What follows belongs to an exercise in optimizing a design on an open flow for small area, a short achievable clock period and few clock cycles per item; a production flow would make more cautious choices. The RTL was checked by simulation tests, not by an equivalence proof against the original design. No activity file was given, so power comes from the tool's default toggle rates.

==> job 7154: inputs <==
Design erf_smoothed_box_profile, start of the top module:
module erf_smoothed_box_profile (
    input  logic               i_clk,
    input  logic               i_rst_n,
    input  logic               i_valid,
    output logic               o_stall,
    input  logic               i_mode,
    input  logic [4:0]         i_param_index,
    input  logic signed [31:0] i_param_value,
    input  logic [11:0]        i_point_index,
    output logic               o_valid,
    input  logic               i_stall,
    output logic [11:0]        o_point_out,
    output logic signed [47:0] o_density,
    input  logic               i_cfg_we,
    input  logic [2:0]         i_cfg_idx,
    input  logic [31:0]        i_cfg_data
);
clock: 15.0 ns
lec_check: 0
cap_margin: 20
core_margin: 2
core_utilization: 60
cts_buf_list: sky130_fd_sc_hd__clkbuf_8
slew_margin: 20
run.sh (not shown) runs the stock make flow with config.mk's settings and CLKGATE_MAP_FILE= SYNTH_SCRIPT=/design/flow/synth_recipe.tcl, a recipe that flattens the netlist after the stock synthesis.
==> job 6884: changes against job 7154 <==
--- a/flow/design.v
+++ b/flow/design.v
@@ -528,12 +528,14 @@
     logic [16:0]        r_drem;
     logic [18:0]        r_h;
     logic signed [19:0] r_l;
     logic               r_dirty;
     logic signed [47:0] r_rsat;
     logic signed [31:0] r_ths;
+    logic signed [31:0] r_hb;       
+    logic signed [31:0] r_lb;       
     logic               r_e1v, r_emv, r_e2v;
     logic [11:0]        r_e1x, r_emx, r_e2x;
     logic signed [31:0] r_emp;
     logic               r_e2fs, r_e2fz;
     logic [NS-1:0]      r_st;
     logic [4:0]         r_k;
@@ -628,14 +630,14 @@
         .i_m (w_m),
         .o_e (w_e)
     );
     logic signed [31:0] w_dn;
     logic w_nsat, w_nnz;
     assign w_dn   = r_d - 32'(r_bsp);
-    assign w_nsat = !w_inv0 && (33'(w_dn) > $signed({14'd0, r_h}));
-    assign w_nnz  = w_inv0 || (33'(w_dn) > 33'(r_l));
+    assign w_nsat = !w_inv0 && (r_d > r_hb);
+    assign w_nnz  = w_inv0 || (r_d > r_lb);
     logic signed [55:0] w_opb;
     logic signed [55:0] w_sum;
     always_comb begin
         if (r_l4v || r_st[S_P3] || r_st[S_P4]) w_opb = 56'(r_p);
         else if (r_st[S_E] || r_st[S_EX])      w_opb = 56'(w_stepk);
         else                            w_opb = 56'($signed({w_stepk, 1'b0}));
@@ -891,12 +893,14 @@
             if (r_st[S_PREP]) begin
                 if (r_k < w_n) begin
                     if (r_k != 5'd0) r_d <= r_d + 32'(r_bsp);
                 end else begin
                     r_rsat <= f_clamp2(r_acc);
                     r_ths  <= r_d;
+                    r_hb   <= 32'(r_h) + 32'(r_bsp);
+                    r_lb   <= 32'(r_l) + 32'(r_bsp);
                 end
             end
             if (r_st[S_BOX]) begin
                 r_d    <= w_dn;
                 r_fsat <= w_nsat;
                 r_fnz  <= w_nnz;
--- a/flow/config.mk
+++ b/flow/config.mk
@@ -4,9 +4,9 @@
 export VERILOG_FILES = /design/flow/design.v
 export SDC_FILE = /design/flow/constraint.sdc
 export NUM_CORES = 4
 export LEC_CHECK = 0
 export CAP_MARGIN = 20
 export CORE_MARGIN = 2
-export CORE_UTILIZATION = 60
+export CORE_UTILIZATION = 55
 export CTS_BUF_LIST = sky130_fd_sc_hd__clkbuf_8
 export SLEW_MARGIN = 20
==> job 9278: changes against job 7154 <==
--- a/flow/design.v
+++ b/flow/design.v
@@ -1,37 +1,30 @@
 package erfsb_pkg;
     localparam int SIX_Q16 = 393216;
 endpackage
 module erfsb_mul (
     input  logic signed [32:0] i_a,
-    input  logic signed [16:0] i_b,
-    input  logic               i_neg,
+    input  logic [8:0]         i_one,
+    input  logic [8:0]         i_two,
+    input  logic [8:0]         i_neg,
     input  logic               i_six,
     output logic [49:0]        o_s,
     output logic [49:0]        o_c
 );
     localparam int R = 9;
-    logic [17:0] w_bx;
     logic [49:0] w_pp [R+1];
     always_comb begin
-        w_bx = {i_b, 1'b0};
         w_pp[R] = '0;
         for (int r = 0; r < R; r++) begin
-            logic [2:0]  g;
-            logic        one, two, neg;
             logic [34:0] a2;
             logic [34:0] v;
-            g   = (r == R - 1) ? {i_b[16], i_b[16], i_b[15]} : w_bx[2*r +: 3];
-            one = g[1] ^ g[0];
-            two = (g == 3'b011) || (g == 3'b100);
-            neg = (one || two) && ((g[2] && !(g[1] && g[0])) ^ i_neg);
             a2  = {{2{i_a[32]}}, i_a};
-            v   = one ? a2 : (two ? {a2[33:0], 1'b0} : 35'd0);
-            v   = neg ? ~v : v;
+            v   = i_one[r] ? a2 : (i_two[r] ? {a2[33:0], 1'b0} : 35'd0);
+            v   = i_neg[r] ? ~v : v;
             w_pp[r] = 50'($signed(v)) << (2*r);
-            w_pp[R][2*r] = neg;
+            w_pp[R][2*r] = i_neg[r];
         end
         w_pp[R][17] = i_six;
         w_pp[R][18] = i_six;
     end
     function automatic void f_csa(input logic [49:0] x, input logic [49:0] y, input logic [49:0] z,
                                   output logic [49:0] s, output logic [49:0] c);
@@ -516,36 +509,40 @@
     logic [31:0]        r_b0d, r_b1d;
     logic               r_stall;
     logic               r_l1v, r_l2v, r_l3v, r_l4v, r_l5v;
     logic [4:0]         r_l1i, r_l2i, r_l3i, r_l4i, r_l5i;
     logic signed [48:0] r_lr;
     logic signed [32:0] r_ma;
-    logic signed [16:0] r_mb;
-    logic               r_mneg;
+    logic [8:0]         r_bone, r_btwo, r_bneg;
     logic [49:0]        r_ms, r_mc;
     logic signed [49:0] r_p;
     logic               r_dbusy;
     logic [4:0]         r_dcnt;
     logic [16:0]        r_drem;
     logic [18:0]        r_h;
     logic signed [19:0] r_l;
     logic               r_dirty;
     logic signed [47:0] r_rsat;
-    logic signed [31:0] r_ths;
+    logic signed [31:0] r_ths;      
+    logic signed [31:0] r_hl;       
+    logic signed [31:0] r_lz;       
+    logic signed [31:0] r_hb;       
+    logic signed [31:0] r_lb;       
     logic               r_e1v, r_emv, r_e2v;
     logic [11:0]        r_e1x, r_emx, r_e2x;
     logic signed [31:0] r_emp;
     logic               r_e2fs, r_e2fz;
     logic [NS-1:0]      r_st;
     logic [4:0]         r_k;
     logic [15:0]        r_koh;
     logic signed [55:0] r_acc;
     logic signed [31:0] r_d;
     logic [11:0]        r_u;
     logic [9:0]         r_j;
     logic               r_fsat, r_fnz;
+    logic               r_op_p, r_op_1;
     logic               r_ov, r_sv;
     logic [11:0]        r_opt, r_spt;
     logic signed [47:0] r_dens, r_sdens;
     logic [4:0] w_n;
     logic       w_inv0;
     logic       w_acc_item;
@@ -579,16 +576,18 @@
     assign w_e2_go    = r_e2v && (r_e2fs || r_e2fz || r_st[S_FIN]) && !r_sv;
     assign w_e2_free  = !r_e2v || w_e2_go;
     assign w_em_go    = r_emv && w_e2_free;
     assign w_em_free  = !r_emv || w_em_go;
     assign w_e1_go    = r_e1v && w_em_free;
     assign w_e1_free  = !r_e1v || w_e1_go;
+    logic signed [31:0] w_epos;
     logic w_emfs, w_emfz, w_emsat;
+    assign w_epos  = r_emp - 32'(r_loff);
     assign w_emfs  = (w_n != 5'd0) && !w_inv0 && (r_emp > r_ths);
-    assign w_emfz  = (w_n == 5'd0) || (!w_inv0 && (r_emp <= 32'(r_l)));
-    assign w_emsat = !w_inv0 && (33'(r_emp) > $signed({14'd0, r_h}));
+    assign w_emfz  = (w_n == 5'd0) || (!w_inv0 && (r_emp <= r_lz));
+    assign w_emsat = !w_inv0 && (r_emp > r_hl);
     assign w_slow_start = w_em_go && !w_emfs && !w_emfz;
     assign w_ev_ok   = !r_dirty && !r_dbusy && w_ld_idle && !r_st[S_PREP];
     assign w_disp_ev = r_b0v && r_b0m && w_ev_ok && w_e1_free;
     logic w_ld_head, w_ld_here, w_turn;
     assign w_ld_head = r_b0v && !r_b0m && !r_l1v && !r_e1v && !r_emv && !r_e2v &&
                        (r_st[S_IDLE] || r_st[S_PREP]);
@@ -596,19 +595,36 @@
     assign w_disp_ld = w_ld_head && w_ld_here;
     assign w_turn    = w_ld_head && (r_b0i <= 5'd16);
     assign w_pop     = w_disp_ev || w_disp_ld;
     assign w_prep_start = r_st[S_IDLE] && r_dirty && !r_dbusy && w_ld_idle &&
                           !r_e1v && !r_emv && !r_e2v && !w_disp_ld;
     logic signed [31:0] w_pos;
-    assign w_pos = 32'(r_e1x) * 32'(r_psp) - 32'(r_loff);
+    assign w_pos = 32'(r_e1x) * 32'(r_psp);
     logic [49:0]        w_ms, w_mc;
     logic signed [49:0] w_mp;
+    function automatic logic [26:0] f_booth(input logic signed [16:0] b, input logic neg);
+        logic [17:0] bx;
+        logic [8:0]  one, two, ng;
+        bx = {b, 1'b0};
+        for (int r = 0; r < 9; r++) begin
+            logic [2:0] g;
+            g = (r == 8) ? {b[16], b[16], b[15]} : bx[2*r +: 3];
+            one[r] = g[1] ^ g[0];
+            two[r] = (g == 3'b011) || (g == 3'b100);
+            ng[r]  = (one[r] || two[r]) && ((g[2] && !(g[1] && g[0])) ^ neg);
+        end
+        f_booth = {one, two, ng};
+    endfunction
+    logic               w_mb_ld;
+    logic signed [16:0] w_mb;
+    logic               w_mb_neg;
     erfsb_mul u_mul (
-        .i_a   (r_st[S_BOX] ? 33'(r_d) : r_ma),
-        .i_b   (r_mb),
-        .i_neg (r_mneg),
+        .i_a   (r_ma),
+        .i_one (r_bone),
+        .i_two (r_btwo),
+        .i_neg (r_bneg),
         .i_six (r_st[S_BOX]),
         .o_s   (w_ms),
         .o_c   (w_mc)
     );
     assign w_mp = $signed(r_ms + r_mc);
     logic [27:0] w_u3;
@@ -625,22 +641,36 @@
     assign w_m    = r_j[9] ? r_j[8:0] : ~r_j[8:0];
     assign w_full = (w_m >= 9'd277);
     erfsb_erf u_erf (
         .i_m (w_m),
         .o_e (w_e)
     );
+    always_comb begin
+        w_mb_ld  = 1'b1;
+        w_mb_neg = 1'b0;
+        if (w_disp_ld)                   w_mb = {1'b0, r_scale[15:0]};
+        else if (r_l1v)                  w_mb = {r_scale[31], r_scale[31:16]};
+        else if (w_slow_start || r_st[S_P2]) w_mb = {1'b0, r_inv};
+        else if (r_st[S_E] && !w_full) begin
+            w_mb     = {1'b0, w_e[15:0]};
+            w_mb_neg = !w_rpos;
+        end else begin
+            w_mb    = '0;
+            w_mb_ld = 1'b0;
+        end
+    end
     logic signed [31:0] w_dn;
     logic w_nsat, w_nnz;
     assign w_dn   = r_d - 32'(r_bsp);
-    assign w_nsat = !w_inv0 && (33'(w_dn) > $signed({14'd0, r_h}));
-    assign w_nnz  = w_inv0 || (33'(w_dn) > 33'(r_l));
+    assign w_nsat = !w_inv0 && (r_d > r_hb);
+    assign w_nnz  = w_inv0 || (r_d > r_lb);
     logic signed [55:0] w_opb;
     logic signed [55:0] w_sum;
     always_comb begin
-        if (r_l4v || r_st[S_P3] || r_st[S_P4]) w_opb = 56'(r_p);
-        else if (r_st[S_E] || r_st[S_EX])      w_opb = 56'(w_stepk);
+        if (r_op_p)      w_opb = 56'(r_p);
+        else if (r_op_1) w_opb = 56'(w_stepk);
         else                            w_opb = 56'($signed({w_stepk, 1'b0}));
     end
     assign w_sum = r_acc + w_opb;
     logic signed [47:0] w_res;
     assign w_res = r_st[S_FIN] ? f_clamp2(r_acc) : (r_e2fs ? r_rsat : f_clamp2(56'(r_super)));
     logic [NS-1:0] w_nst;
@@ -714,12 +744,14 @@
             r_l     <= -20'sd1536;
             r_dirty <= 1'b1;
             r_e1v   <= 1'b0;
             r_emv   <= 1'b0;
             r_e2v   <= 1'b0;
             r_st    <= NS'(1);
+            r_op_p  <= 1'b0;
+            r_op_1  <= 1'b0;
             r_ov    <= 1'b0;
             r_sv    <= 1'b0;
         end else begin
             r_cw <= i_cfg_we;
             if (r_cw) begin
                 case (r_ci)
@@ -775,12 +807,14 @@
             else if (w_e1_go) r_e1v <= 1'b0;
             if (w_e1_go)      r_emv <= 1'b1;
             else if (w_em_go) r_emv <= 1'b0;
             if (w_em_go)      r_e2v <= 1'b1;
             else if (w_e2_go) r_e2v <= 1'b0;
             r_st <= w_nst;
+            r_op_p <= r_l3v || w_nst[S_P3] || w_nst[S_P4];
+            r_op_1 <= w_nst[S_E] || w_nst[S_EX];
             if (!r_ov || !i_stall) begin
                 r_ov <= r_sv || w_e2_go;
                 r_sv <= 1'b0;
             end else if (w_e2_go) begin
                 r_sv <= 1'b1;
             end
@@ -817,29 +851,24 @@
         if (r_l5v && r_l5i != 5'd0) begin
             r_step[r_l5i[3:0] - 4'd1] <= r_lr[48:1];
         end
         if (w_disp_ld) begin
             if (r_b0i == 5'd0) r_ma <= 33'($signed(r_b0d));
             else               r_ma <= 33'($signed(r_b0d)) - 33'(r_pr[0]);
-            r_mb   <= {1'b0, r_scale[15:0]};
-            r_mneg <= 1'b0;
-        end else if (r_l1v) begin
-            r_mb   <= {r_scale[31], r_scale[31:16]};
         end else if (w_slow_start) begin
-            r_mb   <= {1'b0, r_inv};
-            r_mneg <= 1'b0;
+            r_ma <= 33'(w_epos);
+        end else if (r_st[S_BOX]) begin
+            r_ma <= 33'(w_dn);
         end else if (r_st[S_E] && !w_full) begin
-            r_ma   <= {9'd0, w_stepk[23:0]};
-            r_mb   <= {1'b0, w_e[15:0]};
-            r_mneg <= !w_rpos;
+            r_ma <= {9'd0, w_stepk[23:0]};
         end else if (r_st[S_P1]) begin
-            r_ma   <= 33'($signed(w_stepk[47:24]));
+            r_ma <= 33'($signed(w_stepk[47:24]));
         end else if (r_st[S_P2]) begin
-            r_mb   <= {1'b0, r_inv};
-            r_mneg <= 1'b0;
+            r_ma <= 33'(r_d);
         end
+        if (w_mb_ld) {r_bone, r_btwo, r_bneg} <= f_booth(w_mb, w_mb_neg);
         r_ms <= w_ms;
         r_mc <= w_mc;
         if (r_st[S_P2])      r_p <= w_mp >>> 16;
         else if (r_st[S_P3]) r_p <= w_mp <<< 8;
         else                 r_p <= w_mp;
         if (r_cw && r_ci == 3'd1) begin
@@ -872,41 +901,44 @@
                      (r_st[S_E] && (!w_full || w_rpos)) || r_st[S_EX] || r_st[S_P3] || r_st[S_P4]) begin
             r_acc <= w_sum;
         end
         if (w_slow_start) begin
             r_k    <= '0;
             r_koh  <= 16'd1;
-            r_d    <= r_emp;
+            r_d    <= w_epos;
             r_fsat <= w_emsat;
             r_fnz  <= 1'b1;
         end else if (r_st[S_IDLE]) begin
             r_k   <= '0;
             r_koh <= 16'd1;
-            r_d   <= 32'(r_h);
+            r_d   <= 32'(r_h) + 32'(r_loff);
         end else begin
             if ((r_st[S_PREP] && r_k < w_n) || (r_st[S_BOX] && r_fsat) ||
                 (r_st[S_E] && w_full && !w_rpos) || r_st[S_EX] || r_st[S_P4]) begin
                 r_k   <= r_k + 5'd1;
                 r_koh <= {r_koh[14:0], 1'b0};
             end
             if (r_st[S_PREP]) begin
-                if (r_k < w_n) begin
-                    if (r_k != 5'd0) r_d <= r_d + 32'(r_bsp);
-                end else begin
-                    r_rsat <= f_clamp2(r_acc);
-                    r_ths  <= r_d;
-                end
+                if (r_k < w_n && r_k != 5'd0) r_d <= r_d + 32'(r_bsp);
             end
             if (r_st[S_BOX]) begin
                 r_d    <= w_dn;
                 r_fsat <= w_nsat;
                 r_fnz  <= w_nnz;
             end
             if (r_st[S_J])  r_u <= w_mp[19:8];
             if (r_st[S_J2]) r_j <= w_j;
         end
+        if (r_st[S_PREP] && r_k >= w_n) begin
+            r_rsat <= f_clamp2(r_acc);
+            r_ths  <= r_d;
+            r_hl   <= 32'(r_h) + 32'(r_loff);
+            r_lz   <= 32'(r_l) + 32'(r_loff);
+            r_hb   <= 32'(r_h) + 32'(r_bsp);
+            r_lb   <= 32'(r_l) + 32'(r_bsp);
+        end
         if (!r_ov || !i_stall) begin
             if (r_sv) begin
                 r_opt  <= r_spt;
                 r_dens <= r_sdens;
             end else if (w_e2_go) begin
                 r_opt  <= r_e2x;
==> notes <==
Of job 6884 and job 7154, job 6884 has the higher non-clock buffer count (gap 8).
Job 7154 produced a layout that fails on antenna violations. Job 9278 ran to the end with no violations. Job 6884 completed with no timing, DRC or antenna violations.
Of job 7154 and job 9278, job 9278 has the higher power (gap 3.0%, measured against job 9278).
Sequential cell count: job 7154 < job 6884 < job 9278.
In job 7154 the area after synthesis is smaller than in job 6884, by about 1.7%.
The highest global-route usage belongs to job 9278, the lowest to job 6884.
Between job 6884 and job 7154, the lower final cell count is in job 7154 (gap about 4%, measured against job 7154).
Between job 6884 and job 7154, the lower sequential share of layout area is in job 7154 (gap 0.081 points).
In job 6884 the synthesized cell count is lower than in job 9278, by 5.7%.
Utilization: job 6884 is lower than job 7154 (5.3 points).
==> figures <==
| item | job 7154 | job 6884 | job 9278 |
|---|---|---|---|
| Status | complete, but fails checks | complete, no violations | complete, no violations |
| Reasons for failing layout checks | antenna violations | - | - |
| Syn nets | 12.2k | 12.5k | 13.3k |
| Maximum frequency from static timing analysis | 0.151 GHz | 0.147 GHz | 0.151 GHz |
| Final period utilization | 0.442 | 0.452 | 0.442 |
| Detail-routed net length per standard cell | 28.3 um | 27.4 um | 28.0 um |
| VDD IR max | 0.144 mV | 0.109 mV | 0.120 mV |
| Global-route track usage on met2 | 0.569 | 0.521 | 0.587 |
| Least setup slack across all paths after layout | 8.37 ns | 8.22 ns | 8.38 ns |
| Global Route Usage Sum | 0.370 | 0.338 | 0.377 |
| Die extent in y | 463 um | 487 um | 475 um |
| Vias in the first global route | 89.5k | 90.3k | 97.4k |
| Overall routed net length | 404 mm | 406 mm | 431 mm |
| Number of flops mapped to enable cells by yosys | 1,781 | 1,832 | 1,892 |
| Detailed-routing wirelength on met1 | 159 mm | 169 mm | 164 mm |
| Power consumed by combinational cells | 9130 uW | 7800 uW | 8870 uW |
| Final critical delay including setup and external delays | 6.63 ns | 6.78 ns | 6.62 ns |
| CP bufs+invs | 3 | 1 | 3 |
| Fraction of cell area in non-clock buffers | 0.0209 | 0.0210 | 0.0197 |
| Wire length of the first global-routing pass | 589 mm | 595 mm | 628 mm |
Testbench counts of job 7154, summed over its fixed seeds: cycles 1,255, points 512.
Testbench counts of job 6884, summed over its fixed seeds: cycles 1,255, points 512.
Testbench counts of job 9278, summed over its fixed seeds: cycles 1,255, points 512.

==> afterwards: timing with drivers on the ports <==
The flow's constraints put no driver on any port. The routed layouts listed below were extracted and timed again, unchanged, in two steps. Step 1 sets driving cells, clkbuf_16 on the clock port and buf_2 on the other inputs (assumed; they add their load-dependent delay and slew). Step 2 times the ports against the registers' clock, not the clock port: input delays grow and output delays shrink by t, the midpoint of the rising clock arrivals with the driver on. a / b / c = no drivers / after step 1 / after step 2; a / b = the first two.
| run | t, ns | setup WS [ns] | worst setup path at the end |
|---|---|---|---|
| job 7154 | 1.155 | 8.370 / 8.370 / 8.370 | register to register |
| job 6884 | 1.181 | 8.215 / 8.215 / 8.215 | register to register |
| job 9278 | 1.184 | 8.375 / 8.375 / 8.375 | register to register |
